From an optimization exercise on the open Yosys and OpenROAD flow, aimed at small area; shortcuts taken in it are not production practice. The RTL was checked by simulation tests, not by an equivalence proof against the original design. Power and IR drop assume default switching activity.

## flow/design.v (module list and top-level ports; edited modules follow where they fit)
// module pipeDelay: 24 lines
// module spriteAddrGen: 2089 lines
// module tileAddrGen: 48 lines
// module battleBackdrop: 8 lines
// module pixelCompositor: 32 lines
// module colorMapperTop: 63 lines
module colorMapperTop (
    input  logic       clk,
    input  logic       arstN,
    input  logic       pixelValid,
    input  colorMapperPkg::coordT      drawX,
    input  colorMapperPkg::coordT      drawY,
    input  colorMapperPkg::coordT      playerX,
    input  colorMapperPkg::coordT      playerY,
    input  logic [3:0] playerInput,
    input  logic       startWildBattle,
    input  logic [2:0] wildIndex,
    output colorMapperPkg::memAddrT    spriteAddr,
    output colorMapperPkg::memAddrT    tileAddr,
    input  colorMapperPkg::rgb12T      spriteData,
    input  colorMapperPkg::rgb12T      tileData,
    output logic       rgbValid,
    output colorMapperPkg::chanT       red,
    output colorMapperPkg::chanT       green,
    output colorMapperPkg::chanT       blue
);
  // ...
==> flow/flow/run.sh <==
#!/bin/bash
# Layout flow: the standard synthesis, then the ORFS layout with
#  - the combinational logic re-mapped for area after floorplanning (restructure),
#  - buf_1 port buffers,
#  - logic cells sized down to their smallest drive before the placement repair,
#  - no dummy clock loads.
# Each step's output goes to its own log in this folder.
set -euo pipefail
WORK="$(pwd)"
FLOWDIR="$(cd "$(dirname "${BASH_SOURCE[0]}")" && pwd)"
bash standard.sh synth > synth.log 2>&1
# The platform library without the cells it marks don't-use, for restructure
python3 "$FLOWDIR/filterlib.py" "$FLOW_HOME/platforms/sky130hd/lib/sky130_fd_sc_hd__tt_025C_1v80.lib" "$WORK/rmp.lib" > filterlib.log 2>&1
mkdir -p "$WORK/rmp"
export RMP_LIB="$WORK/rmp.lib"
export RMP_DIR="$WORK/rmp"
export POST_FLOORPLAN_TCL="$FLOWDIR/restructure.tcl"
export BUFFER_PORTS_ARGS="-buffer_cell sky130_fd_sc_hd__buf_1"
export PRE_RESIZE_TCL="$FLOWDIR/downsize.tcl"
export CTS_ARGS="-sink_clustering_enable -repair_clock_nets -dont_use_dummy_load"
bash standard.sh floorplan > floorplan.log 2>&1
bash standard.sh place > place.log 2>&1
bash standard.sh cts > cts.log 2>&1
bash standard.sh route > route.log 2>&1
bash standard.sh finish > finish.log 2>&1
==> flow/flow/downsize.tcl <==
# Size every logic cell down to the smallest drive strength of its own
# function; repair_design, which runs next, sizes up whatever then needs it.
set db [ord::get_db]
set block [ord::get_db_block]
set skip {^sky130_fd_sc_hd__(tapvpwrvgnd|fill|decap|conb|df|sdf|edf|dl|clk|lpflow|probe)}
set n 0
foreach inst [$block getInsts] {
  set master [$inst getMaster]
  set name [$master getName]
  if {[regexp $skip $name]} { continue }
  if {![regexp {^(.*)_([0-9]+)$} $name -> base drive]} { continue }
  set best $master
  foreach d {0 1 2} {
    set cand [$db findMaster "${base}_$d"]
    if {$cand ne "NULL" && $cand ne "" && [$cand getWidth] < [$best getWidth]} {
      set best $cand
    }
  }
  if {$best ne $master} {
    replace_cell [$inst getName] [$best getName]
    incr n
  }
}
puts "downsize: resized $n instances"
==> flow/flow/filterlib.py <==
# Copy a liberty file without the cells the platform marks don't-use
import re, sys
src, dst = sys.argv[1], sys.argv[2]
text = open(src).read()
parts = re.split(r'(?m)^(?=    cell \()', text)
keep = [parts[0]]
for p in parts[1:]:
    m = re.match(r'    cell \("?(\w+)"?\)', p)
    if m and re.search(r'lpflow|probe', m.group(1)):
        # keep the library's closing brace if it sits at the end of this part
        if p.rstrip().endswith('}') and parts[-1] is p:
            keep.append('}\n')
        continue
    keep.append(p)
open(dst, 'w').write(''.join(keep))
==> flow/flow/restructure.tcl <==
# Re-map the combinational logic for area with ABC (registers are kept)
puts "restructure: area before [sta::format_area [rsz::design_area] 0]"
restructure -target area -liberty_file $::env(RMP_LIB) \
  -tielo_port sky130_fd_sc_hd__conb_1/LO -tiehi_port sky130_fd_sc_hd__conb_1/HI \
  -work_dir $::env(RMP_DIR) -abc_logfile $::env(RMP_DIR)/abc.log
puts "restructure: area after [sta::format_area [rsz::design_area] 0]"
==> flow/standard.sh <==
#!/bin/bash
# synth_recipe.tcl (not shown) runs the flow's synth.tcl, then flattens the netlist and writes it again
# the make line also repeats each setting of config.mk as NAME=value (left out here)
make -C /OpenROAD-flow-scripts/flow DESIGN_CONFIG=/design/flow/config.mk WORK_HOME=/design/flow/orfs CLKGATE_MAP_FILE= SYNTH_SCRIPT=/design/flow/synth_recipe.tcl "${@:-finish}"
==> flow/config.mk <==
export PLATFORM = sky130hd
export DESIGN_NAME = colorMapperTop
export DESIGN_NICKNAME = colorMapperTop
export VERILOG_FILES = /design/flow/design.v
export SDC_FILE = /design/flow/constraint.sdc
export NUM_CORES = 4
export LEC_CHECK = 0
export ABC_AREA = 1
export CAP_MARGIN = 20
export CORE_MARGIN = 2
export CORE_UTILIZATION = 50
export SLEW_MARGIN = 20
==> flow/constraint.sdc <==
create_clock -name core_clock -period 20.0 [get_ports {clk}]
set_input_delay 4.0000 -clock core_clock [delete_from_list [all_inputs] [get_ports {clk}]]
set_output_delay 4.0000 -clock core_clock [all_outputs]
set_load 0.01 [all_outputs]
==> results.txt, run 1 <==
# TYPE chip_impl_metric gauge
chip_impl_metric{name="timing.critical_path.slowest_cell_delay",unit="ns"} 0.60
chip_impl_metric{name="post-synth-top-area-fraction",unit="%"} 21.1
chip_impl_info{name="run_status",value="finished clean"} 1
chip_impl_metric{name="groute.layer.met2.usage",unit="%"} 32.7
chip_impl_info{name="timing.critical_path.max_delay_family",value="compound AO/OA/AOI/OAI gates"} 1
chip_impl_info{name="final_common_cell",value="buf_1"} 1
chip_impl_info{name="ys.flop_type",value="dfxtp_1"} 1
chip_impl_metric{name="fin_skew",unit="ns"} 0.00994
chip_impl_metric{name="routability_congestion",unit=""} 0.909
chip_impl_metric{name="antenna_found_initial",unit=""} 0
chip_impl_metric{name="finalPower",unit="mW"} 0.275
chip_impl_metric{name="switching_power_total",unit="mW"} 0.103
chip_impl_metric{name="met3_wirelength",unit="um"} 619
chip_impl_metric{name="ys_types",unit=""} 54
chip_impl_metric{name="drtAntennaViolNets",unit=""} 0
chip_impl_info{name="critical_path_class",value="primary input to flop"} 1
chip_impl_metric{name="min_path_cells",unit=""} 0
chip_impl_info{name="worstReg2RegEnd",value="i_pixelCompositor.blue[0]"} 1
chip_impl_metric{name="cp.depth",unit=""} 23
chip_impl_info{name="largestClassByArea",value="multi-input gates"} 1
chip_impl_metric{name="avgViaCountPerCell",unit=""} 5.33
chip_impl_metric{name="critical_path_peak_fanout",unit=""} 29
chip_impl_metric{name="ys.warnings.count",unit=""} 6
chip_impl_metric{name="multiInputGateArea",unit="um^2"} 2090
chip_impl_metric{name="numCtsBuffers",unit=""} 5
chip_impl_info{name="worst_hold_startpoint",value="i_spriteAddrGen.spriteHit"} 1
chip_impl_info{name="dominant_power_group",value="sequential cells"} 1
chip_impl_metric{name="worst_setup_hold_path_clk_slew",unit="ns"} 0.09
chip_impl_info{name="synth_top_family_by_area",value="simple AND/OR/NAND/NOR gates"} 1
chip_impl_metric{name="globalRoute.totalOverflow",unit=""} 0
chip_impl_metric{name="multi_input_gates",unit=""} 364
==> run 2, diff against run 1 <==
==> flow/flow/run.sh (replaced) <==
#!/bin/bash
# Layout flow: the standard synthesis, then
#  - the logic between the registers re-optimised for area (reopt.sh; the
#    registers keep their names and cell types),
#  - the ORFS layout with buf_1 port buffers, logic cells sized down to their
#    smallest drive before the placement repair, and no dummy clock loads.
# Each step's output goes to its own log in this folder.
set -euo pipefail
WORK="$(pwd)"
FLOWDIR="$(cd "$(dirname "${BASH_SOURCE[0]}")" && pwd)"
RES="$WORK/orfs/results/$FLOW_PLATFORM/colorMapperTop/base"
bash standard.sh synth > synth.log 2>&1
# The platform library without the cells it marks don't-use
python3 "$FLOWDIR/filterlib.py" "$FLOW_HOME/platforms/sky130hd/lib/sky130_fd_sc_hd__tt_025C_1v80.lib" "$WORK/reopt.lib" > filterlib.log 2>&1
cp "$RES/1_2_yosys.v" "$WORK/1_2_yosys.standard.v"
bash "$FLOWDIR/reopt.sh" "$WORK/1_2_yosys.standard.v" "$WORK/reopt.lib" "$WORK/reopt" > reopt.log 2>&1
cp "$WORK/reopt/best.v" "$RES/1_2_yosys.v"
rm -f "$RES/1_synth.odb" "$RES/1_synth.sdc"
bash standard.sh synth > synth_odb.log 2>&1
export BUFFER_PORTS_ARGS="-buffer_cell sky130_fd_sc_hd__buf_1"
export PRE_RESIZE_TCL="$FLOWDIR/downsize.tcl"
export CTS_ARGS="-sink_clustering_enable -repair_clock_nets -dont_use_dummy_load"
bash standard.sh floorplan > floorplan.log 2>&1
bash standard.sh place > place.log 2>&1
bash standard.sh cts > cts.log 2>&1
bash standard.sh route > route.log 2>&1
bash standard.sh finish > finish.log 2>&1
==> flow/flow/cellmodels.py (new file) <==
# Verilog models of the platform cells a netlist uses, read from the liberty
# file: combinational cells as assigns of their function, sequential cells as
# empty black boxes (so they stay as they are).
import re, sys
lib_path, net_path, comb_out, seq_out = sys.argv[1:5]
lib = open(lib_path).read()
net = open(net_path).read()
used = sorted(set(re.findall(r'^\s*(sky130_fd_sc_hd__\w+)\s', net, re.M)))

def expr(f):
    f = f.replace('!', '~').replace('+', '|').replace('*', '&')
    f = re.sub(r'\)\s*\(', ')&(', f)
    f = re.sub(r'([A-Za-z0-9_\)])\s+(?=[A-Za-z~\(])', r'\1&', f)
    return f

comb, seq = [], []
for c in used:
    key = f'cell ("{c}")'
    i = lib.index(key)
    j = lib.find('\n    cell (', i + 10)
    body = lib[i:j if j > 0 else len(lib)]
    ins, outs, cur = [], [], None
    for line in body.split('\n'):
        m = re.match(r'\s*pin \("(\w+)"\)', line)
        if m:
            cur = [m.group(1), None]
            continue
        m = re.match(r'\s*direction : "(\w+)"', line)
        if m and cur:
            cur[1] = m.group(1)
            if cur[1] == 'input':
                ins.append(cur[0])
            elif cur[1] == 'output':
                outs.append([cur[0], None])
            continue
        m = re.match(r'\s*function : "([^"]*)"', line)
        if m and cur and cur[1] == 'output' and outs and outs[-1][0] == cur[0] and outs[-1][1] is None:
            outs[-1][1] = m.group(1)
    ports = ', '.join([f'input {p}' for p in ins] + [f'output {p}' for p, _ in outs])
    sequential = re.search(r'\b(ff|latch|statetable)\s*\(', body) or not outs or any(f is None for _, f in outs)
    if sequential:
        seq.append(f'(* blackbox *)\nmodule {c}({ports});\nendmodule')
    else:
        assigns = '\n'.join(f'  assign {p} = {expr(f)};' for p, f in outs)
        comb.append(f'module {c}({ports});\n{assigns}\nendmodule')
open(comb_out, 'w').write('\n'.join(comb) + '\n')
open(seq_out, 'w').write('\n'.join(seq) + '\n')
==> flow/flow/reopt.sh (new file) <==
#!/bin/bash
# Re-map the combinational logic of the synthesised netlist for area.
# The registers (and every other sequential cell) are kept as they are, with
# their names and cell types; the logic between them is flattened into gates,
# optimised with ABC (several scripts in parallel) and mapped to the platform's
# cells again. The smallest result replaces the netlist.
# usage: reopt.sh NETLIST LIB OUTDIR
set -euo pipefail
NET=$1; LIB=$2; OUT=$3
FLOWDIR="$(cd "$(dirname "${BASH_SOURCE[0]}")" && pwd)"
YOSYS=${YOSYS_EXE:-$FLOW_HOME/../tools/install/yosys/bin/yosys}
mkdir -p "$OUT"
python3 "$FLOWDIR/cellmodels.py" "$LIB" "$NET" "$OUT/comb_cells.v" "$OUT/seq_cells.v"
scripts=(
  "strash; &get -n; &deepsyn -T 240 -S 1; &put; dch; amap; topo"
  "strash; &get -n; &deepsyn -T 240 -S 2; &put; dch; amap; topo"
  "strash; &get -n; &deepsyn -T 240 -S 3; &put; dch; amap; topo"
  "strash; dc2; dch; amap; topo"
)
pids=()
for k in "${!scripts[@]}"; do
  echo "${scripts[$k]}" > "$OUT/s$k.abc"
  cat > "$OUT/s$k.ys" <<EOT
read_verilog -lib $OUT/seq_cells.v
read_verilog $OUT/comb_cells.v
read_verilog $NET
hierarchy -top $FLOW_TOP
flatten
techmap
opt -fast
opt_clean
abc -script $OUT/s$k.abc -liberty $LIB
opt_clean -purge
hilomap -singleton -hicell sky130_fd_sc_hd__conb_1 HI -locell sky130_fd_sc_hd__conb_1 LO
insbuf -buf sky130_fd_sc_hd__buf_4 A X
splitnets
opt_clean -purge
tee -o $OUT/s$k.stat stat -liberty $LIB
write_verilog -noattr -noexpr -nohex -nodec $OUT/s$k.v
EOT
  "$YOSYS" -s "$OUT/s$k.ys" > "$OUT/s$k.log" 2>&1 &
  pids+=($!)
done
best=""; bestArea=""
for k in "${!scripts[@]}"; do
  if wait "${pids[$k]}"; then
    a=$(grep -o "Chip area for module.*" "$OUT/s$k.stat" | grep -o "[0-9.]*$" | tail -1)
    echo "script $k: area $a"
    if [[ -z "$best" ]] || awk "BEGIN{exit !($a < $bestArea)}"; then best=$k; bestArea=$a; fi
  else
    echo "script $k: failed"
  fi
done
[[ -n "$best" ]] || { echo "no result"; exit 1; }
echo "best: script $best, area $bestArea"
cp "$OUT/s$best.v" "$OUT/best.v"
removed: flow/flow/restructure.tcl
==> run 2 against run 1 <==
Compared with the run above:
- sequential power is essentially flat
- critical endpoint is now i_spriteAddrGen.spriteAddr[14]
- design area shrank 14%
- total power shrank 13%
- critical path depth shrank 2
- largest power group unchanged
- worst setup slack lost 0.0065 ns
- core utilization grew 16 points
- clock skew grew 0.013 ns
- still clean
- area after synthesis shrank 36%
- first-iteration DRC count shrank 16%
- via count shrank 14%
- critical path type unchanged
==> results.txt, run 2 <==
# TYPE chip_impl_metric gauge
chip_impl_metric{name="dp_worst_setup_slack",unit="ns"} 10.60
chip_impl_info{name="timing.critical_path.max_delay_family",value="compound AO/OA/AOI/OAI gates"} 1
chip_impl_metric{name="setup_viol",unit=""} 0
chip_impl_info{name="cts.root.buffer_cell",value="clkbuf_8"} 1
chip_impl_metric{name="h-tree-depth",unit=""} 2
chip_impl_info{name="min_path_type",value="flop to flop"} 1
chip_impl_metric{name="drtAntennaViolNets",unit=""} 0
chip_impl_metric{name="setup_slack",unit="ns"} 10.93
chip_impl_metric{name="antenna_found_initial",unit=""} 0
chip_impl_info{name="largest_register_by_flop_count",value="i_spriteAddrGen.spriteAddr"} 1
chip_impl_info{name="worst_hold_startpoint",value="litQ"} 1
chip_impl_metric{name="port_buffers",unit=""} 118
chip_impl_metric{name="cp_data_required_time",unit="ns"} 20.23
chip_impl_metric{name="p_int",unit="mW"} 0.158
chip_impl_metric{name="globalRoute.totalOverflow",unit=""} 0
chip_impl_info{name="worstHoldEndpoint",value="litM"} 1
chip_impl_metric{name="remaining_drc_errors",unit=""} 0
chip_impl_metric{name="detailroute.via_count",unit=""} 3368
chip_impl_metric{name="grt.total_usage",unit="%"} 24.7
chip_impl_metric{name="wire_length_of_the_first_global_routing_pass",unit="um"} 12900
chip_impl_metric{name="regToRegSetupSlack",unit="ns"} 18.83
chip_impl_metric{name="ios",unit=""} 124
chip_impl_metric{name="synthesis.area",unit="um^2"} 2960
chip_impl_info{name="final_common_cell",value="buf_1"} 1
chip_impl_metric{name="power.density",unit="nW/um^2"} 67.0
chip_impl_metric{name="final_net_count",unit=""} 633
chip_impl_metric{name="design.die.area",unit="um^2"} 6550
chip_impl_metric{name="initial_core_util",unit="%"} 50.9
chip_impl_info{name="worstReg2RegEnd",value="i_pixelCompositor.red[1]"} 1
chip_impl_metric{name="worst_slew_margin_rel",unit="%"} 37.0
chip_impl_metric{name="synth_to_final_area_change",unit="%"} 20.0
chip_impl_metric{name="arrival",unit="ns"} 9.31
chip_impl_info{name="cts_tree",value="yes"} 1
chip_impl_metric{name="chipHeight",unit="um"} 81.0
chip_impl_info{name="worst_setup_startpoint",value="startWildBattle"} 1
chip_impl_metric{name="final-max-slew-violation-count",unit=""} 0
chip_impl_metric{name="post-place-cells",unit=""} 626
chip_impl_metric{name="tightestPinTransition",unit="ns"} 0.936
chip_impl_metric{name="finalHoldWorstSlack",unit="ns"} 0.308
chip_impl_metric{name="shortest_period_the_worst_path_allows",unit="ns"} 9.08
chip_impl_info{name="critical_path.startpoint_type",value="primary input"} 1
chip_impl_metric{name="synthesis.instances",unit=""} 434
chip_impl_metric{name="die_w",unit="um"} 81.0
chip_impl_metric{name="clock.fmax",unit="MHz"} 110
chip_impl_metric{name="hold_viol",unit=""} 0
chip_impl_metric{name="cts_setup_buffers",unit=""} 0
chip_impl_metric{name="timing.reg2reg.worst_path_depth",unit=""} 4
chip_impl_metric{name="detailed_route_wire_length_per_cell",unit="um"} 12.5
chip_impl_info{name="run_status",value="finished clean"} 1
chip_impl_metric{name="setup_tns",unit="ns"} 0
chip_impl_metric{name="timing.critical_path.slowest_cell_delay",unit="ns"} 0.71
chip_impl_metric{name="final_cell_count_no_fill",unit=""} 631
chip_impl_metric{name="detail_route.first_pass.iterations",unit=""} 5
chip_impl_info{name="critical_path_class",value="primary input to flop"} 1
chip_impl_metric{name="number_of_flip_flops_under_the_largest_register_name",unit=""} 16
chip_impl_metric{name="switching_power_total",unit="mW"} 0.0798
chip_impl_metric{name="post_synth.cell_area_avg",unit="um^2"} 6.82
chip_impl_metric{name="avgViaCountPerCell",unit=""} 5.34
chip_impl_metric{name="numCtsBuffers",unit=""} 5
chip_impl_metric{name="insertion_delay",unit="ns"} 0.32
chip_impl_metric{name="final_hpwl_from_detailed_placement",unit="um"} 6380
chip_impl_metric{name="critical_path_peak_fanout",unit=""} 14
chip_impl_info{name="cp_cell_sequence",value="buf_1 > clkinv_1 > a21boi_0 > nor2_1 > a21oi_1 > a21oi_1 > o21a_1 > nand2_1 > nand2_1 > nor2_1 > nand2_1 > o21ai_0 > nor2_1 > a21oi_1 > nor3_1 > a2111oi_0 > o21ai_0 > nor2b_1 > clkinv_1 > or3_1 > nor2b_1"} 1
chip_impl_metric{name="groute.layer.met2.usage",unit="%"} 41.1
chip_impl_metric{name="fin_skew",unit="ns"} 0.0225
chip_impl_metric{name="clk_path_buf_depth",unit=""} 2
chip_impl_metric{name="power.share.clock",unit="%"} 22.4
chip_impl_metric{name="antenna-diode-count",unit=""} 0
chip_impl_metric{name="gr-usage-met1",unit="%"} 33.3
chip_impl_metric{name="final_clock_period_utilization_by_the_worst_path",unit="%"} 45.4
chip_impl_metric{name="worst_setup_hold_path_clk_slew",unit="ns"} 0.10
chip_impl_metric{name="ctsHoldBuffers",unit=""} 0
chip_impl_metric{name="critical_path.n_buffers_inverters",unit=""} 3
chip_impl_metric{name="drt_iter0_drc",unit=""} 152
chip_impl_info{name="layout.cells.most_common_list",value="buf_1 (118), o21ai_0 (63), nor2_1 (61), clkinv_1 (60), nand2_1 (51)"} 1
chip_impl_metric{name="drive_above_1_share",unit="%"} 1.26
chip_impl_metric{name="min_path_cells",unit=""} 0
chip_impl_metric{name="ir_drop",unit="V"} 0.0000472
chip_impl_metric{name="cts_sinks",unit=""} 52
chip_impl_metric{name="grt_start_max_net_pins",unit=""} 19
chip_impl_metric{name="routability_congestion",unit=""} 1.00
chip_impl_metric{name="number_of_global_route_vias_before_repair",unit=""} 2977
chip_impl_info{name="critPathCaptureType",value="flop"} 1
chip_impl_info{name="biggest_registers_after_layout",value="i_spriteAddrGen.spriteAddr x16, i_tileAddrGen.tileAddr x15"} 1
chip_impl_metric{name="ys.warnings.count",unit=""} 6
chip_impl_metric{name="totalWireLength",unit="um"} 7860
chip_impl_metric{name="post_cts_resized",unit=""} 0
chip_impl_metric{name="total_leakage_power",unit="nW"} 1.26
chip_impl_metric{name="number_of_maximum_capacitance_constraint_violations",unit=""} 0
chip_impl_metric{name="seq_power_share",unit="%"} 46.8
chip_impl_metric{name="row_count",unit=""} 28
chip_impl_metric{name="fraction_of_power_spent_switching_nets",unit="%"} 33.5
chip_impl_info{name="rsz0062_at_grt",value="false"} 1
chip_impl_info{name="timing.rr.start",value="hitM"} 1
chip_impl_info{name="cp_slowest_cell",value="a2111oi_0"} 1
chip_impl_metric{name="power_frac_comb",unit="%"} 30.8
chip_impl_metric{name="area_of_the_core",unit="um^2"} 5820
chip_impl_info{name="global_route.peak_usage_layer",value="met2"} 1
chip_impl_metric{name="grt_util_met3",unit="%"} 3.33
-- run 2: stage by stage --
step                power, mW  area, um^2  utilization, %
global route            0.256        3550            61.1
finish                  0.238        3550            61.1
detailed placement      0.186        3480            59.9
global placement        0.187        3480            59.8
CTS                     0.240        3550            61.1
floorplan               0.164        2970               -
-- run 2: final cells by class --
class | count | area (um^2)
clock buffers | 5 | 68.8
flip-flops and latches | 52 | 1060
inverters | 60 | 225
fillers | 589 | 2260
repair buffers | 119 | 448
well taps | 75 | 93.8
multi-input cells | 320 | 1660
-- run 2: power groups by stage --
| stage | Clock, mW | Combinational, mW | Sequential [mW] |
|---|---|---|---|
| detailed placement | 0 | 0.0724 | 0.114 |
| global route | 0.0594 | 0.0840 | 0.112 |
| CTS | 0.0555 | 0.0728 | 0.112 |
| global placement | 0 | 0.0728 | 0.114 |
| finish | 0.0534 | 0.0734 | 0.111 |
| floorplan | 0 | 0.0469 | 0.117 |
-- run 2: how the worst max path moves through the flow --
stage	endpoint	cells after the start
floorplan	loQ	25
global placement	loQ	26
detailed placement	i_spriteAddrGen.spriteAddr[14]	21
CTS	i_spriteAddrGen.spriteAddr[14]	21
global route	i_spriteAddrGen.spriteAddr[13]	21
finish	i_spriteAddrGen.spriteAddr[14]	21
-- run 2: layer usage --
| layer | routed length [um] | part of all wire [%] | vias up |
|---|---|---|---|
| met3 | 593 | 7.5 | 9 |
| met5 | 0 | 0 | - |
| met4 | 97 | 1.2 | 0 |
| met2 | 3520 | 45 | 142 |
| li1 | - | - | 1762 |
| met1 | 3650 | 46 | 1455 |
==> run 3, diff against run 2 <==
--- a/flow/flow/run.sh
+++ b/flow/flow/run.sh
@@ -20,4 +20,6 @@
 export BUFFER_PORTS_ARGS="-buffer_cell sky130_fd_sc_hd__buf_1"
 export PRE_RESIZE_TCL="$FLOWDIR/downsize.tcl"
+# One tie cell for each constant level instead of one per constant output
+export SKIP_REPAIR_TIE_FANOUT=1
 export CTS_ARGS="-sink_clustering_enable -repair_clock_nets -dont_use_dummy_load"
 bash standard.sh floorplan > floorplan.log 2>&1
--- a/flow/flow/reopt.sh
+++ b/flow/flow/reopt.sh
@@ -13,8 +13,16 @@
 python3 "$FLOWDIR/cellmodels.py" "$LIB" "$NET" "$OUT/comb_cells.v" "$OUT/seq_cells.v"
 scripts=(
-  "strash; &get -n; &deepsyn -T 240 -S 1; &put; dch; amap; topo"
-  "strash; &get -n; &deepsyn -T 240 -S 2; &put; dch; amap; topo"
-  "strash; &get -n; &deepsyn -T 240 -S 3; &put; dch; amap; topo"
-  "strash; dc2; dch; amap; topo"
+  "strash; &get -n; &deepsyn -T 200 -S 1; &put; dch -f; amap; topo"
+  "strash; dc2; &get -n; &deepsyn -T 200 -S 2; &put; dch -f; amap; topo"
+  "strash; &get -n; &deepsyn -T 200 -S 3; &put; &get -n; &dch; &nf -a -R 1000; &put; topo"
+  "strash; dc2; &get -n; &deepsyn -T 200 -S 4; &put; dch; amap; topo"
+  "strash; &get -n; &deepsyn -T 200 -S 5; &put; dch -f; amap; topo"
+  "strash; dc2; &get -n; &deepsyn -T 200 -S 6; &put; dch -f; amap; topo"
+  "strash; &get -n; &deepsyn -T 200 -S 7; &put; dch; amap; topo"
+  "strash; dc2; &get -n; &deepsyn -T 200 -S 8; &put; &get -n; &dch; &nf -a -R 1000; &put; topo"
+  "strash; &get -n; &deepsyn -T 200 -S 9; &put; dch -f; amap; topo"
+  "strash; dc2; &get -n; &deepsyn -T 200 -S 10; &put; dch -f; amap; topo"
+  "strash; &get -n; &deepsyn -T 200 -S 11; &put; dch; map -a; topo"
+  "strash; dc2; dch -f; amap; topo"
 )
 pids=()
@@ -41,8 +49,10 @@
   "$YOSYS" -s "$OUT/s$k.ys" > "$OUT/s$k.log" 2>&1 &
   pids+=($!)
+  if (( ${#pids[@]} % 4 == 0 )); then wait || true; fi
 done
 best=""; bestArea=""
+wait || true
 for k in "${!scripts[@]}"; do
-  if wait "${pids[$k]}"; then
+  if grep -q "Chip area for module" "$OUT/s$k.stat" 2>/dev/null && [[ -s "$OUT/s$k.v" ]]; then
     a=$(grep -o "Chip area for module.*" "$OUT/s$k.stat" | grep -o "[0-9.]*$" | tail -1)
     echo "script $k: area $a"
==> run 3 against run 2 <==
Compared with the run above:
- still clean on timing, DRC and antenna
- hold slack improved by 0.0048 ns
- critical path depth rose by 2
- sequential power barely moved
- worst setup slack improved by 0.13 ns
- clock-buffer cell count did not move
- synthesized cell count fell by 3.7%
- clock skew fell by 0.0064 ns
- register-to-register slack barely moved
- first-iteration DRC count rose by 24%
- highest routed layer unchanged
==> results.txt, run 3 <==
# TYPE chip_impl_metric gauge
chip_impl_info{name="run_status",value="finished clean"} 1
chip_impl_metric{name="worst_setup_hold_path_clk_slew",unit="ns"} 0.10
chip_impl_metric{name="detail_route.first_pass.iterations",unit=""} 5
chip_impl_metric{name="clock.fmax",unit="MHz"} 112
chip_impl_metric{name="total_leakage_power",unit="nW"} 1.25
chip_impl_info{name="cp_slowest_cell",value="or4b_1"} 1
chip_impl_metric{name="detailed_route_wire_length_per_cell",unit="um"} 13.5
chip_impl_metric{name="setup_tns",unit="ns"} 0
chip_impl_info{name="cts.root.buffer_cell",value="clkbuf_8"} 1
chip_impl_metric{name="post_synth.cell_area_avg",unit="um^2"} 6.96
chip_impl_metric{name="number_of_maximum_capacitance_constraint_violations",unit=""} 0
chip_impl_metric{name="h-tree-depth",unit=""} 2
chip_impl_metric{name="route.met2.wl",unit="um"} 3610
chip_impl_metric{name="antenna-diode-count",unit=""} 0
chip_impl_info{name="top_layer",value="met4"} 1
chip_impl_metric{name="wirelength_met1",unit="um"} 3810
chip_impl_info{name="cp-endpoint",value="loQ"} 1
chip_impl_metric{name="regToRegSetupSlack",unit="ns"} 18.83
chip_impl_metric{name="tightestPinTransition",unit="ns"} 0.965
chip_impl_metric{name="timing.reg2reg.worst_path_depth",unit=""} 3
chip_impl_metric{name="number_of_global_route_vias_before_repair",unit=""} 2906
chip_impl_metric{name="final_hpwl_from_detailed_placement",unit="um"} 6550
chip_impl_metric{name="cts_setup_buffers",unit=""} 0
chip_impl_metric{name="cp.depth",unit=""} 23
chip_impl_info{name="critical_path_class",value="primary input to flop"} 1
chip_impl_metric{name="row_count",unit=""} 27
chip_impl_metric{name="final_net_count",unit=""} 614
chip_impl_metric{name="synthesis.area",unit="um^2"} 2910
chip_impl_metric{name="worst_slew_margin_rel",unit="%"} 35.0
chip_impl_metric{name="seq_power_share",unit="%"} 47.4
chip_impl_metric{name="numCtsBuffers",unit=""} 5
chip_impl_metric{name="totalWireLength",unit="um"} 8200
chip_impl_metric{name="detailroute.via_count",unit=""} 3365
chip_impl_metric{name="setup_viol",unit=""} 0
chip_impl_metric{name="hold_viol",unit=""} 0
chip_impl_metric{name="routability_congestion",unit=""} 0.908
chip_impl_metric{name="arrival",unit="ns"} 9.13
chip_impl_metric{name="initial_core_util",unit="%"} 52.2
chip_impl_metric{name="critical_path.n_buffers_inverters",unit=""} 5
chip_impl_metric{name="ys.warnings.count",unit=""} 6
chip_impl_metric{name="shortest_period_the_worst_path_allows",unit="ns"} 8.94
chip_impl_metric{name="grt_start_max_net_pins",unit=""} 19
chip_impl_metric{name="fraction_of_power_spent_switching_nets",unit="%"} 33.3
chip_impl_metric{name="min_path_cells",unit=""} 0
chip_impl_metric{name="p_int",unit="mW"} 0.156
chip_impl_metric{name="power.share.clock",unit="%"} 22.5
chip_impl_metric{name="globalRoute.totalOverflow",unit=""} 0
chip_impl_metric{name="ctsHoldBuffers",unit=""} 0
chip_impl_info{name="min_path_type",value="flop to flop"} 1
chip_impl_metric{name="fin_skew",unit="ns"} 0.0161
chip_impl_metric{name="grt.total_usage",unit="%"} 25.7
chip_impl_metric{name="power.density",unit="nW/um^2"} 67.2
chip_impl_metric{name="port_buffers",unit=""} 118
chip_impl_info{name="critical_path.startpoint_type",value="primary input"} 1
chip_impl_metric{name="synth_to_final_area_change",unit="%"} 19.8
chip_impl_metric{name="met3_wirelength",unit="um"} 661
chip_impl_metric{name="avgViaCountPerCell",unit=""} 5.53
chip_impl_info{name="cp_cell_sequence",value="buf_1 > clkinv_1 > a31oi_1 > nor2b_1 > nor2_1 > nand2_1 > o21ai_0 > o21ai_0 > nor2_1 > clkinv_1 > nand2_1 > nor2_1 > clkinv_1 > o21ai_0 > nor2_1 > a21oi_1 > o21ai_0 > a21oi_1 > clkinv_1 > or4_1 > o311a_1 > or4b_1 > o22a_1"} 1
chip_impl_metric{name="final-max-slew-violation-count",unit=""} 0
chip_impl_info{name="final_common_cell",value="buf_1"} 1
chip_impl_metric{name="wire_length_of_the_first_global_routing_pass",unit="um"} 13200
chip_impl_info{name="worst_setup_startpoint",value="startWildBattle"} 1
chip_impl_metric{name="antenna_found_initial",unit=""} 0
chip_impl_metric{name="number_of_flip_flops_under_the_largest_register_name",unit=""} 16
chip_impl_metric{name="die_w",unit="um"} 80.3
chip_impl_metric{name="timing.critical_path.slowest_cell_delay",unit="ns"} 0.48
chip_impl_metric{name="ir_drop",unit="V"} 0.0000309
chip_impl_metric{name="synthesis.instances",unit=""} 418
chip_impl_metric{name="switching_power_total",unit="mW"} 0.0779
chip_impl_info{name="critPathCaptureType",value="flop"} 1
chip_impl_metric{name="drtAntennaViolNets",unit=""} 0
chip_impl_metric{name="ios",unit=""} 124
chip_impl_info{name="cts_tree",value="yes"} 1
chip_impl_info{name="worstReg2RegEnd",value="i_pixelCompositor.red[0]"} 1
chip_impl_metric{name="chipHeight",unit="um"} 80.3
chip_impl_metric{name="design.die.area",unit="um^2"} 6440
chip_impl_metric{name="area_of_the_core",unit="um^2"} 5570
chip_impl_info{name="largest_register_by_flop_count",value="i_spriteAddrGen.spriteAddr"} 1
chip_impl_metric{name="final_clock_period_utilization_by_the_worst_path",unit="%"} 44.7
chip_impl_metric{name="insertion_delay",unit="ns"} 0.31
chip_impl_metric{name="post_cts_resized",unit=""} 0
chip_impl_metric{name="remaining_drc_errors",unit=""} 0
chip_impl_metric{name="critical_path_peak_fanout",unit=""} 13
chip_impl_info{name="timing.rr.start",value="hitM"} 1
chip_impl_metric{name="drt_iter0_drc",unit=""} 188
chip_impl_info{name="biggest_registers_after_layout",value="i_spriteAddrGen.spriteAddr x16, i_tileAddrGen.tileAddr x15"} 1
chip_impl_metric{name="drive_above_1_share",unit="%"} 1.30
chip_impl_metric{name="cp_data_required_time",unit="ns"} 20.19
chip_impl_metric{name="clk_path_buf_depth",unit=""} 2
chip_impl_metric{name="cts_sinks",unit=""} 52
chip_impl_info{name="rsz0062_at_grt",value="false"} 1
chip_impl_metric{name="power_frac_comb",unit="%"} 30.1
chip_impl_info{name="layout.cells.most_common_list",value="buf_1 (118), nor2_1 (69), clkinv_1 (57), o21ai_0 (53), dfxtp_1 (49)"} 1
chip_impl_info{name="timing.critical_path.max_delay_family",value="compound AO/OA/AOI/OAI gates"} 1
chip_impl_metric{name="finalHoldWorstSlack",unit="ns"} 0.313
-- run 3: metal layers --
| metal | track usage (%) | vias to the layer above |
|---|---|---|
| li1 | - | 1720 |
| met3 | 4.94 | 10 |
| met2 | 41.1 | 157 |
| met5 | 0 | - |
| met1 | 35.7 | 1478 |
| met4 | 6.44 | 0 |
-- run 3: worst min-delay path by stage --
stage | endpoint | from | slack (ns)
after floorplan | hitM | i_spriteAddrGen.spriteHit | 0.31
after global placement | litM | litQ | 0.31
after detailed placement | loM | loQ | 0.31
after CTS | loM | loQ | 0.31
after global routing | loM | loQ | 0.32
final | loM | loQ | 0.31
-- run 3: final cells by class --
class	instances	area (um^2)
Multi-Input combinational cell	304	1610
Sequential cell	52	1060
Clock buffer	5	68.8
Fill cell	557	2090
Inverter	57	214
Tap cell	72	90.1
Timing Repair Buffer	119	448
-- run 3: worst register-to-register path, cell delays in order (launching register included) --
cell	delay (ns)
dfxtp_1	0.32
o41ai_2	0.10
nand2b_1	0.37
o21a_1	0.27
-- run 3: per-stage QoR --
stage | setup slack, ns | utilization [%] | power (mW) | cells | cell area (um^2)
final | 11.06 | 62.5 | 0.234 | 609 | 3490
after global routing | 10.56 | 62.5 | 0.250 | 609 | 3490
after CTS | 11.14 | 62.5 | 0.235 | 609 | 3490
after detailed placement | 10.87 | 61.3 | 0.182 | 604 | 3420
after global placement | 11.20 | 61.2 | 0.182 | 603 | 3410
after floorplan | 11.88 | - | 0.160 | 418 | 2910
-- run 3: power by group through the flow --
stage / Clock (mW) / Sequential, mW / Combinational, mW
CTS: 0.0547 / 0.111 / 0.0692
floorplan: 0 / 0.116 / 0.0434
global placement: 0 / 0.113 / 0.0682
finish: 0.0527 / 0.111 / 0.0706
detailed placement: 0 / 0.113 / 0.0685
global route: 0.0586 / 0.112 / 0.0797
==> run 4, diff against run 3 <==
--- a/flow/flow/run.sh
+++ b/flow/flow/run.sh
@@ -22,5 +22,5 @@
 # One tie cell for each constant level instead of one per constant output
 export SKIP_REPAIR_TIE_FANOUT=1
-export CTS_ARGS="-sink_clustering_enable -repair_clock_nets -dont_use_dummy_load"
+export CTS_ARGS="-sink_clustering_enable -sink_clustering_size 60 -sink_clustering_max_diameter 500 -buf_list sky130_fd_sc_hd__clkbuf_16 -root_buf sky130_fd_sc_hd__clkbuf_16 -repair_clock_nets -dont_use_dummy_load"
 bash standard.sh floorplan > floorplan.log 2>&1
 bash standard.sh place > place.log 2>&1
--- a/flow/flow/reopt.sh
+++ b/flow/flow/reopt.sh
@@ -13,15 +13,15 @@
 python3 "$FLOWDIR/cellmodels.py" "$LIB" "$NET" "$OUT/comb_cells.v" "$OUT/seq_cells.v"
 scripts=(
-  "strash; &get -n; &deepsyn -T 200 -S 1; &put; dch -f; amap; topo"
-  "strash; dc2; &get -n; &deepsyn -T 200 -S 2; &put; dch -f; amap; topo"
-  "strash; &get -n; &deepsyn -T 200 -S 3; &put; &get -n; &dch; &nf -a -R 1000; &put; topo"
-  "strash; dc2; &get -n; &deepsyn -T 200 -S 4; &put; dch; amap; topo"
-  "strash; &get -n; &deepsyn -T 200 -S 5; &put; dch -f; amap; topo"
-  "strash; dc2; &get -n; &deepsyn -T 200 -S 6; &put; dch -f; amap; topo"
-  "strash; &get -n; &deepsyn -T 200 -S 7; &put; dch; amap; topo"
-  "strash; dc2; &get -n; &deepsyn -T 200 -S 8; &put; &get -n; &dch; &nf -a -R 1000; &put; topo"
-  "strash; &get -n; &deepsyn -T 200 -S 9; &put; dch -f; amap; topo"
-  "strash; dc2; &get -n; &deepsyn -T 200 -S 10; &put; dch -f; amap; topo"
-  "strash; &get -n; &deepsyn -T 200 -S 11; &put; dch; map -a; topo"
+  "strash; &get -n; &deepsyn -T 30 -S 1; &put; dch -f; amap; topo"
+  "strash; dc2; &get -n; &deepsyn -T 30 -S 2; &put; dch -f; amap; topo"
+  "strash; &get -n; &deepsyn -T 30 -S 3; &put; &get -n; &dch; &nf -a -R 1000; &put; topo"
+  "strash; dc2; &get -n; &deepsyn -T 30 -S 4; &put; dch; amap; topo"
+  "strash; &get -n; &deepsyn -T 30 -S 5; &put; dch -f; amap; topo"
+  "strash; dc2; &get -n; &deepsyn -T 30 -S 6; &put; dch -f; amap; topo"
+  "strash; &get -n; &deepsyn -T 30 -S 7; &put; dch; amap; topo"
+  "strash; dc2; &get -n; &deepsyn -T 30 -S 8; &put; &get -n; &dch; &nf -a -R 1000; &put; topo"
+  "strash; &get -n; &deepsyn -T 30 -S 9; &put; dch -f; amap; topo"
+  "strash; dc2; &get -n; &deepsyn -T 30 -S 10; &put; dch -f; amap; topo"
+  "strash; &get -n; &deepsyn -T 30 -S 11; &put; dch; map -a; topo"
   "strash; dc2; dch -f; amap; topo"
 )
==> run 4 against run 3 <==
Compared with the run above:
- critical path type unchanged
- global-route usage fell by 1.9 points
- routed wire length fell by 3.9%
- sequential power barely moved
- cell count rose by 1.5%
==> results.txt, run 4 <==
# TYPE chip_impl_metric gauge
chip_impl_info{name="run_status",value="finished clean"} 1
chip_impl_metric{name="worst_setup_hold_path_clk_slew",unit="ns"} 0.07
chip_impl_metric{name="final_clock_period_utilization_by_the_worst_path",unit="%"} 45.1
chip_impl_metric{name="cts_setup_buffers",unit=""} 0
chip_impl_info{name="biggest_registers_after_layout",value="i_spriteAddrGen.spriteAddr x16, i_tileAddrGen.tileAddr x15"} 1
chip_impl_metric{name="dp_worst_setup_slack",unit="ns"} 10.80
chip_impl_metric{name="ir_drop",unit="V"} 0.0000424
chip_impl_metric{name="grt_start_max_net_pins",unit=""} 17
chip_impl_metric{name="ctsHoldBuffers",unit=""} 0
chip_impl_metric{name="shortest_period_the_worst_path_allows",unit="ns"} 9.01
chip_impl_metric{name="post_synth.cell_area_avg",unit="um^2"} 6.96
chip_impl_metric{name="number_of_maximum_capacitance_constraint_violations",unit=""} 0
chip_impl_metric{name="detailed_route_wire_length_per_cell",unit="um"} 12.8
chip_impl_metric{name="p_int",unit="mW"} 0.179
chip_impl_metric{name="clk_path_buf_depth",unit=""} 2
chip_impl_metric{name="power_frac_comb",unit="%"} 27.4
chip_impl_metric{name="fin_skew",unit="ns"} 0.0110
chip_impl_metric{name="synthesis.area",unit="um^2"} 2960
chip_impl_metric{name="final-max-slew-violation-count",unit=""} 0
chip_impl_metric{name="setup_tns",unit="ns"} 0
chip_impl_info{name="min_path_type",value="flop to flop"} 1
chip_impl_metric{name="hold_viol",unit=""} 0
chip_impl_metric{name="die_w",unit="um"} 80.9
chip_impl_metric{name="chipHeight",unit="um"} 80.9
chip_impl_info{name="rsz0062_at_grt",value="false"} 1
chip_impl_metric{name="switching_power_total",unit="mW"} 0.0808
chip_impl_metric{name="number_of_flip_flops_under_the_largest_register_name",unit=""} 16
chip_impl_info{name="cp_slowest_cell",value="clkinv_1"} 1
chip_impl_metric{name="setup_slack",unit="ns"} 10.99
chip_impl_metric{name="final_net_count",unit=""} 620
chip_impl_metric{name="remaining_drc_errors",unit=""} 0
chip_impl_metric{name="clock.fmax",unit="MHz"} 111
chip_impl_metric{name="detailroute.via_count",unit=""} 3351
chip_impl_metric{name="power.density",unit="nW/um^2"} 72.4
chip_impl_metric{name="insertion_delay",unit="ns"} 0.29
chip_impl_metric{name="finalPower",unit="mW"} 0.260
chip_impl_info{name="critPathCaptureType",value="flop"} 1
chip_impl_metric{name="worst_slew_margin_rel",unit="%"} 48.4
chip_impl_metric{name="final_hpwl_from_detailed_placement",unit="um"} 6290
chip_impl_metric{name="antenna-diode-count",unit=""} 0
chip_impl_metric{name="critical_path_peak_fanout",unit=""} 14
chip_impl_info{name="final_common_cell",value="buf_1"} 1
chip_impl_metric{name="detail_route.first_pass.iterations",unit=""} 4
chip_impl_metric{name="seq_power_share",unit="%"} 42.8
chip_impl_metric{name="drive_above_1_share",unit="%"} 0.921
chip_impl_metric{name="port_buffers",unit=""} 118
chip_impl_metric{name="grt.total_usage",unit="%"} 23.8
chip_impl_metric{name="ys.warnings.count",unit=""} 6
chip_impl_metric{name="totalWireLength",unit="um"} 7880
chip_impl_metric{name="numCtsBuffers",unit=""} 5
chip_impl_metric{name="synth_to_final_area_change",unit="%"} 21.1
chip_impl_metric{name="tightestPinTransition",unit="ns"} 0.774
chip_impl_metric{name="wire_length_of_the_first_global_routing_pass",unit="um"} 12400
chip_impl_metric{name="row_count",unit=""} 28
chip_impl_metric{name="number_of_global_route_vias_before_repair",unit=""} 2899
chip_impl_metric{name="ios",unit=""} 124
chip_impl_metric{name="drt_iter0_drc",unit=""} 111
chip_impl_metric{name="arrival",unit="ns"} 9.18
chip_impl_metric{name="fraction_of_power_spent_switching_nets",unit="%"} 31.1
chip_impl_metric{name="synthesis.instances",unit=""} 425
chip_impl_metric{name="avgViaCountPerCell",unit=""} 5.42
chip_impl_metric{name="initial_core_util",unit="%"} 50.9
chip_impl_metric{name="area_of_the_core",unit="um^2"} 5820
chip_impl_metric{name="setup_viol",unit=""} 0
chip_impl_info{name="critical_path.startpoint_type",value="primary input"} 1
chip_impl_info{name="layout.cells.most_common_list",value="buf_1 (118), nor2_1 (82), clkinv_1 (55), o21ai_0 (50), dfxtp_1 (49)"} 1
chip_impl_metric{name="drtAntennaViolNets",unit=""} 0
chip_impl_metric{name="globalRoute.totalOverflow",unit=""} 0
chip_impl_info{name="critical_path_class",value="primary input to flop"} 1
chip_impl_metric{name="power.share.clock",unit="%"} 29.8
chip_impl_metric{name="total_leakage_power",unit="nW"} 1.27
chip_impl_info{name="largest_register_by_flop_count",value="i_spriteAddrGen.spriteAddr"} 1
chip_impl_metric{name="routability_congestion",unit=""} 0.888
chip_impl_info{name="cts_tree",value="yes"} 1
chip_impl_metric{name="h-tree-depth",unit=""} 2
chip_impl_metric{name="post_cts_resized",unit=""} 0
chip_impl_metric{name="antenna_found_initial",unit=""} 0
chip_impl_metric{name="timing.critical_path.slowest_cell_delay",unit="ns"} 0.51
chip_impl_metric{name="cts_sinks",unit=""} 52
chip_impl_info{name="cts.root.buffer_cell",value="clkbuf_16"} 1
chip_impl_metric{name="design.die.area",unit="um^2"} 6550
chip_impl_metric{name="cp_data_required_time",unit="ns"} 20.17
[run 4: final timing paths]
kind                                 start                          to  slack, ns  cells after the start
hold reg to reg                       litQ                        litM       0.31                      0
hold / removal                        litQ                        litM       0.31                      0
setup / recovery           startWildBattle                         loQ      10.99                     27
min in group asynchronous            arstN                      validQ       3.51                      1
max in group asynchronous            arstN                      validM      16.35                      1
setup reg to reg                      hitM  i_pixelCompositor.green[2]      18.52                      5
[run 4: power by group through the flow]
| stage | combinational [mW] | clock (mW) | sequential [mW] |
|---|---|---|---|
| 4_1_cts | 0.0706 | 0.0799 | 0.111 |
| 5_1_grt | 0.0811 | 0.0829 | 0.112 |
| 3_5_place_dp | 0.0702 | 0 | 0.113 |
| 3_3_place_gp | 0.0695 | 0 | 0.113 |
| 6_report | 0.0711 | 0.0775 | 0.111 |
| 2_1_floorplan | 0.0460 | 0 | 0.116 |
[run 4: per-stage QoR]
stage | area (um^2) | utilization (%) | hold slack (ns) | instances
2_1_floorplan | 2960 | - | 0.310 | 425
3_3_place_gp | 3460 | 59.5 | 0.312 | 613
3_5_place_dp | 3460 | 59.5 | 0.312 | 613
4_1_cts | 3580 | 61.6 | 0.318 | 618
5_1_grt | 3580 | 61.6 | 0.314 | 618
6_report | 3580 | 61.6 | 0.313 | 618
[run 4: worst max-delay path, delay by kind of cell]
| kind | cells | cell delay, ns |
|---|---|---|
| compound gates | 13 | 2.77 |
| buf+inv | 5 | 1.58 |
| simple gates | 9 | 0.84 |
[run 4: layout make-up]
class	instances	area, um^2
flip-flops and latches	52	1060
inverters	55	206
repair buffers	118	443
well taps	75	93.8
fillers	587	2230
clock buffers	5	125
multi-input cells	313	1660
[run 4: per-layer routing]
| layer | share of wire [%] | track usage, % | up-vias |
|---|---|---|---|
| li1 | - | - | 1745 |
| met1 | 46 | 32.3 | 1464 |
| met2 | 44 | 38.8 | 135 |
| met3 | 9.0 | 4.67 | 7 |
| met4 | 0.89 | 6.27 | 0 |
| met5 | 0 | 0 | - |
==> module tileAddrGen, before the edit <==
module tileAddrGen (
    input  logic    clk,
    input  colorMapperPkg::coordT   drawX,
    input  colorMapperPkg::coordT   drawY,
    output colorMapperPkg::memAddrT tileAddr
);
    logic [4:0]  col;
    logic [4:0]  row;
    logic [1:0]  rowMod3;
    logic [4:0]  block;          
    assign col = drawX[9:5];
    assign row = drawY[9:5];
    assign rowMod3 = 2'(row % 3);
    logic signed [4:0] s0, s1, s2, s3, s4, sum;
    logic [2:0]  grass;          
    assign s0 = col[0] ? -5'sd1 : row[0] ? 5'sd1 : 5'sd0;
    assign s1 = col[1] ? -5'sd1 : row[1] ? 5'sd1 : 5'sd0;
    assign s2 = col[2] ? -5'sd1 : row[2] ? 5'sd1 : 5'sd0;
    assign s3 = col[3] ? -5'sd1 : row[3] ? 5'sd1 : 5'sd0;
    assign s4 = col[4] ? -5'sd1 : 5'sd0;
    assign sum = s0 + 5'sd2 * s1 - s2 - 5'sd2 * s3 + s4;
    always_comb begin
        case (sum)
            -5'sd7, -5'sd2, 5'sd3: grass = 3'd4;
            -5'sd6, -5'sd1, 5'sd4: grass = 3'd6;
            -5'sd4, 5'sd1, 5'sd6:  grass = 3'd5;
            -5'sd3, 5'sd2, 5'sd7:  grass = 3'd7;
            default:               grass = 3'd3;
        endcase
    end
    always_comb begin
        if (col == 5'd0) begin
            block = 5'd4 + 5'(rowMod3);                  
        end else if (col >= 5'd19) begin
            block = 5'd7 + 5'(rowMod3);                  
        end else if (row == 5'd0) begin
            block = col[0] ? 5'd9 : 5'd6;                
        end else if (row >= 5'd14) begin
            block = col[0] ? 5'd7 : 5'd4;                
        end else begin
            block = {2'b11, grass};                      
        end
    end
    always_ff @(posedge clk) begin
        tileAddr[14:0] <= {block, drawY[4:0], drawX[4:0]};
    end
    assign tileAddr[17:15] = 3'b001;
endmodule
==> run 5, diff against run 4 <==
--- a/flow/design.v
+++ b/flow/design.v
@@ -2141,39 +2141,41 @@
     logic [4:0]  col;
     logic [4:0]  row;
-    logic [1:0]  rowMod3;
     logic [4:0]  block;          
     assign col = drawX[9:5];
     assign row = drawY[9:5];
+    logic leftCol, rightCol, topRow, bottomRow, sideCol, grassArea;
+    assign leftCol   = col == 5'd0;
+    assign rightCol  = col[4] & (col[3] | col[2] | (col[1] & col[0]));    
+    assign topRow    = row == 5'd0;
+    assign bottomRow = row[4] | (row[3] & row[2] & row[1]);               
+    assign sideCol   = leftCol | rightCol;
+    assign grassArea = !sideCol && !topRow && !bottomRow;
+    logic [1:0] rowMod3, m;
+    logic       k, mNZ;
     assign rowMod3 = 2'(row % 3);
-    logic signed [4:0] s0, s1, s2, s3, s4, sum;
+    assign m   = sideCol ? rowMod3 : (topRow ? 2'd2 : 2'd0);
+    assign k   = sideCol ? rightCol : col[0];
+    assign mNZ = m[1] | m[0];
+    function automatic logic signed [2:0] digit(input logic c, input logic r);
+        digit = c ? -3'sd1 : (r ? 3'sd1 : 3'sd0);
+    endfunction
+    logic signed [4:0] sum;
     logic [2:0]  grass;          
-    assign s0 = col[0] ? -5'sd1 : row[0] ? 5'sd1 : 5'sd0;
-    assign s1 = col[1] ? -5'sd1 : row[1] ? 5'sd1 : 5'sd0;
-    assign s2 = col[2] ? -5'sd1 : row[2] ? 5'sd1 : 5'sd0;
-    assign s3 = col[3] ? -5'sd1 : row[3] ? 5'sd1 : 5'sd0;
-    assign s4 = col[4] ? -5'sd1 : 5'sd0;
-    assign sum = s0 + 5'sd2 * s1 - s2 - 5'sd2 * s3 + s4;
+    assign sum = 5'sd2 * (5'(digit(col[0], row[0])) - 5'(digit(col[2], row[2])) - (col[4] ? 5'sd1 : 5'sd0))
+               + 5'(digit(col[3], row[3])) - 5'(digit(col[1], row[1]));
     always_comb begin
         case (sum)
-            -5'sd7, -5'sd2, 5'sd3: grass = 3'd4;
-            -5'sd6, -5'sd1, 5'sd4: grass = 3'd6;
-            -5'sd4, 5'sd1, 5'sd6:  grass = 3'd5;
-            -5'sd3, 5'sd2, 5'sd7:  grass = 3'd7;
-            default:               grass = 3'd3;
+            -5'sd10, -5'sd5, 5'sd0, 5'sd5:  grass = 3'd3;
+            -5'sd9, -5'sd4, 5'sd1, 5'sd6:   grass = 3'd4;
+            -5'sd8, -5'sd3, 5'sd2:          grass = 3'd5;
+            -5'sd7, -5'sd2, 5'sd3:          grass = 3'd6;
+            default:                        grass = 3'd7;
         endcase
     end
-    always_comb begin
-        if (col == 5'd0) begin
-            block = 5'd4 + 5'(rowMod3);                  
-        end else if (col >= 5'd19) begin
-            block = 5'd7 + 5'(rowMod3);                  
-        end else if (row == 5'd0) begin
-            block = col[0] ? 5'd9 : 5'd6;                
-        end else if (row >= 5'd14) begin
-            block = col[0] ? 5'd7 : 5'd4;                
-        end else begin
-            block = {2'b11, grass};                      
-        end
-    end
+    assign block[4] = grassArea;
+    assign block[3] = grassArea | (k & mNZ);
+    assign block[2] = grassArea ? grass[2] : (!k | !mNZ);
+    assign block[1] = grassArea ? grass[1] : (k ? !mNZ : m[1]);
+    assign block[0] = grassArea ? grass[0] : (k ^ m[0]);
     always_ff @(posedge clk) begin
         tileAddr[14:0] <= {block, drawY[4:0], drawX[4:0]};
--- a/flow/flow/run.sh
+++ b/flow/flow/run.sh
@@ -22,5 +22,5 @@
 # One tie cell for each constant level instead of one per constant output
 export SKIP_REPAIR_TIE_FANOUT=1
-export CTS_ARGS="-sink_clustering_enable -sink_clustering_size 60 -sink_clustering_max_diameter 500 -buf_list sky130_fd_sc_hd__clkbuf_16 -root_buf sky130_fd_sc_hd__clkbuf_16 -repair_clock_nets -dont_use_dummy_load"
+export CTS_ARGS="-sink_clustering_enable -repair_clock_nets -dont_use_dummy_load"
 bash standard.sh floorplan > floorplan.log 2>&1
 bash standard.sh place > place.log 2>&1
--- a/flow/flow/reopt.sh
+++ b/flow/flow/reopt.sh
@@ -13,20 +13,18 @@
 python3 "$FLOWDIR/cellmodels.py" "$LIB" "$NET" "$OUT/comb_cells.v" "$OUT/seq_cells.v"
 scripts=(
-  "strash; &get -n; &deepsyn -T 30 -S 1; &put; dch -f; amap; topo"
-  "strash; dc2; &get -n; &deepsyn -T 30 -S 2; &put; dch -f; amap; topo"
-  "strash; &get -n; &deepsyn -T 30 -S 3; &put; &get -n; &dch; &nf -a -R 1000; &put; topo"
-  "strash; dc2; &get -n; &deepsyn -T 30 -S 4; &put; dch; amap; topo"
-  "strash; &get -n; &deepsyn -T 30 -S 5; &put; dch -f; amap; topo"
-  "strash; dc2; &get -n; &deepsyn -T 30 -S 6; &put; dch -f; amap; topo"
-  "strash; &get -n; &deepsyn -T 30 -S 7; &put; dch; amap; topo"
-  "strash; dc2; &get -n; &deepsyn -T 30 -S 8; &put; &get -n; &dch; &nf -a -R 1000; &put; topo"
-  "strash; &get -n; &deepsyn -T 30 -S 9; &put; dch -f; amap; topo"
-  "strash; dc2; &get -n; &deepsyn -T 30 -S 10; &put; dch -f; amap; topo"
-  "strash; &get -n; &deepsyn -T 30 -S 11; &put; dch; map -a; topo"
-  "strash; dc2; dch -f; amap; topo"
+  "strash; &get -n; &deepsyn -T 200 -S 1; &put; dch -f; amap; topo"
+  "strash; dc2; &get -n; &deepsyn -T 200 -S 2; &put; dch -f; amap; topo"
+  "strash; &get -n; &deepsyn -T 200 -S 3; &put; &get -n; &dch; &nf -a -R 1000; &put; topo"
+  "strash; dc2; &get -n; &deepsyn -T 200 -S 4; &put; dch; amap; topo"
+  "strash; &get -n; &deepsyn -T 200 -S 5; &put; dch -f; amap; topo"
+  "strash; dc2; &get -n; &deepsyn -T 200 -S 6; &put; dch -f; amap; topo"
+  "strash; &get -n; &deepsyn -T 200 -S 7; &put; dch; amap; topo"
+  "strash; dc2; &get -n; &deepsyn -T 200 -S 8; &put; &get -n; &dch; &nf -a -R 1000; &put; topo"
 )
+echo "strash; dch; map -a; topo" > "$OUT/comp.abc"
 pids=()
 for k in "${!scripts[@]}"; do
   echo "${scripts[$k]}" > "$OUT/s$k.abc"
+  echo "strash; &get -n; &deepsyn -T 60 -S $((k + 20)); &put; dch -f; amap; topo" > "$OUT/t$k.abc"
   cat > "$OUT/s$k.ys" <<EOT
 read_verilog -lib $OUT/seq_cells.v
@@ -38,4 +36,9 @@
 opt -fast
 opt_clean
+# The colour stage and the tile index are separate cones: map each on its own
+select -set comp c:*pixelCompositor.red* c:*pixelCompositor.green* c:*pixelCompositor.blue* %ci*:-sky130_fd_sc_hd__dfxtp_1[Q]:-sky130_fd_sc_hd__dfrtp_1[Q] t:sky130_fd_sc_hd__df* %d
+select -set tile c:*tileAddrGen.tileAddr* %ci*:-sky130_fd_sc_hd__dfxtp_1[Q]:-sky130_fd_sc_hd__dfrtp_1[Q] t:sky130_fd_sc_hd__df* %d
+abc -script $OUT/comp.abc -liberty $LIB @comp
+abc -script $OUT/t$k.abc -liberty $LIB @tile
 abc -script $OUT/s$k.abc -liberty $LIB
 opt_clean -purge
==> run 5 against run 4 <==
Compared with the run above:
- still clean
- clock skew down 0.0018 ns
- routed wire length up 5.6%
- via count up 5.9%
- global-route usage up 0.94 points
- hold slack better by 0.020 ns
- register-to-register slack worse by 0.29 ns
- total power down 6.8%
- sequential power about the same
- core utilization down 0.48 points
- clock power down about 30%
- sequential cell count unchanged
- critical endpoint unchanged
==> results.txt, run 5 <==
# TYPE chip_impl_metric gauge
chip_impl_metric{name="wire_length_of_the_first_global_routing_pass",unit="um"} 13300
chip_impl_metric{name="numCtsBuffers",unit=""} 5
chip_impl_metric{name="cts_setup_buffers",unit=""} 0
chip_impl_metric{name="detail_route.first_pass.iterations",unit=""} 5
chip_impl_metric{name="switching_power_total",unit="mW"} 0.0830
chip_impl_metric{name="clk_path_buf_depth",unit=""} 2
chip_impl_metric{name="critical_path_peak_fanout",unit=""} 18
chip_impl_metric{name="die_w",unit="um"} 82.1
chip_impl_info{name="min_path_type",value="flop to flop"} 1
chip_impl_metric{name="shortest_period_the_worst_path_allows",unit="ns"} 10.35
chip_impl_metric{name="fillerInstances",unit=""} 582
chip_impl_info{name="rsz0062_at_grt",value="false"} 1
chip_impl_metric{name="power.density",unit="nW/um^2"} 66.8
chip_impl_metric{name="antenna_found_initial",unit=""} 0
chip_impl_info{name="worstHoldEndpoint",value="litM"} 1
chip_impl_metric{name="drive_above_1_share",unit="%"} 0.865
chip_impl_metric{name="grt_start_max_net_pins",unit=""} 19
chip_impl_metric{name="globalRoute.totalOverflow",unit=""} 0
chip_impl_metric{name="min_path_cells",unit=""} 0
chip_impl_metric{name="initial_core_util",unit="%"} 51.5
chip_impl_metric{name="p_int",unit="mW"} 0.159
chip_impl_metric{name="worst_setup_hold_path_clk_slew",unit="ns"} 0.09
chip_impl_info{name="final_common_cell",value="buf_1"} 1
chip_impl_metric{name="power_frac_comb",unit="%"} 31.3
chip_impl_metric{name="number_of_maximum_capacitance_constraint_violations",unit=""} 0
chip_impl_metric{name="arrival",unit="ns"} 10.54
chip_impl_metric{name="ios",unit=""} 124
chip_impl_metric{name="setup_viol",unit=""} 0
chip_impl_metric{name="synth_to_final_area_change",unit="%"} 18.7
chip_impl_metric{name="fraction_of_power_spent_switching_nets",unit="%"} 34.3
chip_impl_metric{name="fin_skew",unit="ns"} 0.00924
chip_impl_metric{name="totalWireLength",unit="um"} 8320
chip_impl_metric{name="routability_congestion",unit=""} 0.993
chip_impl_metric{name="post_cts_resized",unit=""} 0
chip_impl_metric{name="tightestPinTransition",unit="ns"} 0.831
chip_impl_metric{name="area_of_the_core",unit="um^2"} 5920
chip_impl_info{name="cp_slowest_cell",value="buf_1"} 1
chip_impl_metric{name="dp_worst_setup_slack",unit="ns"} 9.56
chip_impl_metric{name="critical_path.n_buffers_inverters",unit=""} 5
chip_impl_info{name="worst_hold_startpoint",value="litQ"} 1
chip_impl_metric{name="remaining_drc_errors",unit=""} 0
chip_impl_metric{name="final_hpwl_from_detailed_placement",unit="um"} 6650
chip_impl_metric{name="regToRegSetupSlack",unit="ns"} 18.23
chip_impl_metric{name="number_of_global_route_vias_before_repair",unit=""} 3026
chip_impl_info{name="critical_path_class",value="primary input to flop"} 1
chip_impl_metric{name="post_synth.cell_area_avg",unit="um^2"} 6.65
chip_impl_metric{name="setup_tns",unit="ns"} 0
chip_impl_info{name="largest_register_by_flop_count",value="i_spriteAddrGen.spriteAddr"} 1
chip_impl_metric{name="cts_sinks",unit=""} 52
chip_impl_metric{name="ys.warnings.count",unit=""} 6
chip_impl_metric{name="cp_data_required_time",unit="ns"} 20.19
chip_impl_metric{name="design.die.area",unit="um^2"} 6740
chip_impl_metric{name="h-tree-depth",unit=""} 2
chip_impl_metric{name="row_count",unit=""} 28
chip_impl_info{name="timing.rr.start",value="hitM"} 1
chip_impl_metric{name="final_clock_period_utilization_by_the_worst_path",unit="%"} 51.8
chip_impl_metric{name="ctsHoldBuffers",unit=""} 0
chip_impl_info{name="critical_path.startpoint_type",value="primary input"} 1
chip_impl_metric{name="finalPower",unit="mW"} 0.242
chip_impl_info{name="layout.cells.most_common_list",value="buf_1 (119), nor2_1 (86), clkinv_1 (67), o21ai_0 (57)"} 1
chip_impl_metric{name="synthesis.instances",unit=""} 459
chip_impl_metric{name="setup_slack",unit="ns"} 9.65
chip_impl_metric{name="timing.critical_path.slowest_cell_delay",unit="ns"} 0.63
chip_impl_info{name="biggest_registers_after_layout",value="i_spriteAddrGen.spriteAddr x16, i_tileAddrGen.tileAddr x15"} 1
chip_impl_metric{name="timing.reg2reg.worst_path_depth",unit=""} 6
chip_impl_metric{name="final_net_count",unit=""} 655
chip_impl_info{name="run_status",value="finished clean"} 1
chip_impl_metric{name="seq_power_share",unit="%"} 46.3
chip_impl_metric{name="hold_viol",unit=""} 0
chip_impl_metric{name="postLayoutCoreUtil",unit="%"} 61.1
[run 5: per-stage QoR]
stage	hold slack, ns	area (um^2)	instances
6_report	0.333	3620	653
3_5_place_dp	0.315	3550	648
3_3_place_gp	0.313	3560	648
4_1_cts	0.335	3620	653
2_1_floorplan	0.310	3050	459
5_1_grt	0.351	3620	653
[run 5: area by class of cell]
type	instances	area share [%]
tap	75	2.59
clock buffer	5	1.90
timing repair buffer	119	12.3
inverter	67	6.95
multi-input combinational	335	47.0
sequential	52	29.2
[run 5: worst max path at each step]
stage | cells past startpoint | start | slack [ns] | end
floorplan | 34 | drawX[0] | 11.47 | loQ
global placement | 27 | startWildBattle | 10.53 | loQ
detailed placement | 27 | startWildBattle | 9.56 | loQ
CTS | 27 | startWildBattle | 9.86 | loQ
global route | 27 | startWildBattle | 8.86 | loQ
finish | 27 | startWildBattle | 9.65 | loQ
[run 5: per-layer routing]
metal	GRT usage, %	share of wire, %	up-vias
met5	0	0	-
met4	6.67	1.5	0
met3	4.57	8.8	20
met2	40.3	43	165
met1	33.6	47	1525
li1	-	-	1838
[run 5: power by group through the flow]
| stage | registers (mW) | clock network, mW | logic (mW) |
|---|---|---|---|
| floorplan | 0.118 | 0 | 0.0483 |
| CTS | 0.112 | 0.0560 | 0.0747 |
| detailed placement | 0.114 | 0 | 0.0743 |
| global route | 0.113 | 0.0601 | 0.0863 |
| global placement | 0.114 | 0 | 0.0733 |
| finish | 0.112 | 0.0543 | 0.0757 |

-- separate check: timing with driven ports --
How much do the figures lean on ideal ports? The routed layouts below were timed once more, with nothing changed but the port constraints.
Step 1 sets driving cells, clkbuf_16 on the clock port and buf_2 on the other inputs (assumed; they add their load-dependent delay and slew).
Step 2 moves the port delays by t, midway between the first and last clock arrival at a register: inputs arrive t later, outputs are due t later. That takes back most of the time a late clock gives input paths.
Three values: ideal, step 1, step 2; two values: the first two.
run	t, ns	setup WS [ns]	hold slack, ns	slew at the worst register clock pin (ns)	worst data-port slew with drivers (ns)
run 1	0.333	10.932 / 10.940 / 10.608	0.337 / 0.337 / 0.337	0.09 / 0.09	0.05
run 2	0.330	10.925 / 10.932 / 10.603	0.308 / 0.308 / 0.308	0.10 / 0.10	0.04
run 3	0.327	11.060 / 11.068 / 10.741	0.313 / 0.313 / 0.313	0.10 / 0.10	0.04
run 4	0.317	10.990 / 10.997 / 10.680	0.313 / 0.313 / 0.313	0.07 / 0.07	0.04
run 5	0.323	9.648 / 9.654 / 9.331	0.333 / 0.333 / 0.333	0.10 / 0.10	0.04
After both steps setup and hold are still met in every run listed. The setup slack of run 1, which loses most, moves by +0.008 ns with the drivers and by -0.324 ns with both steps.
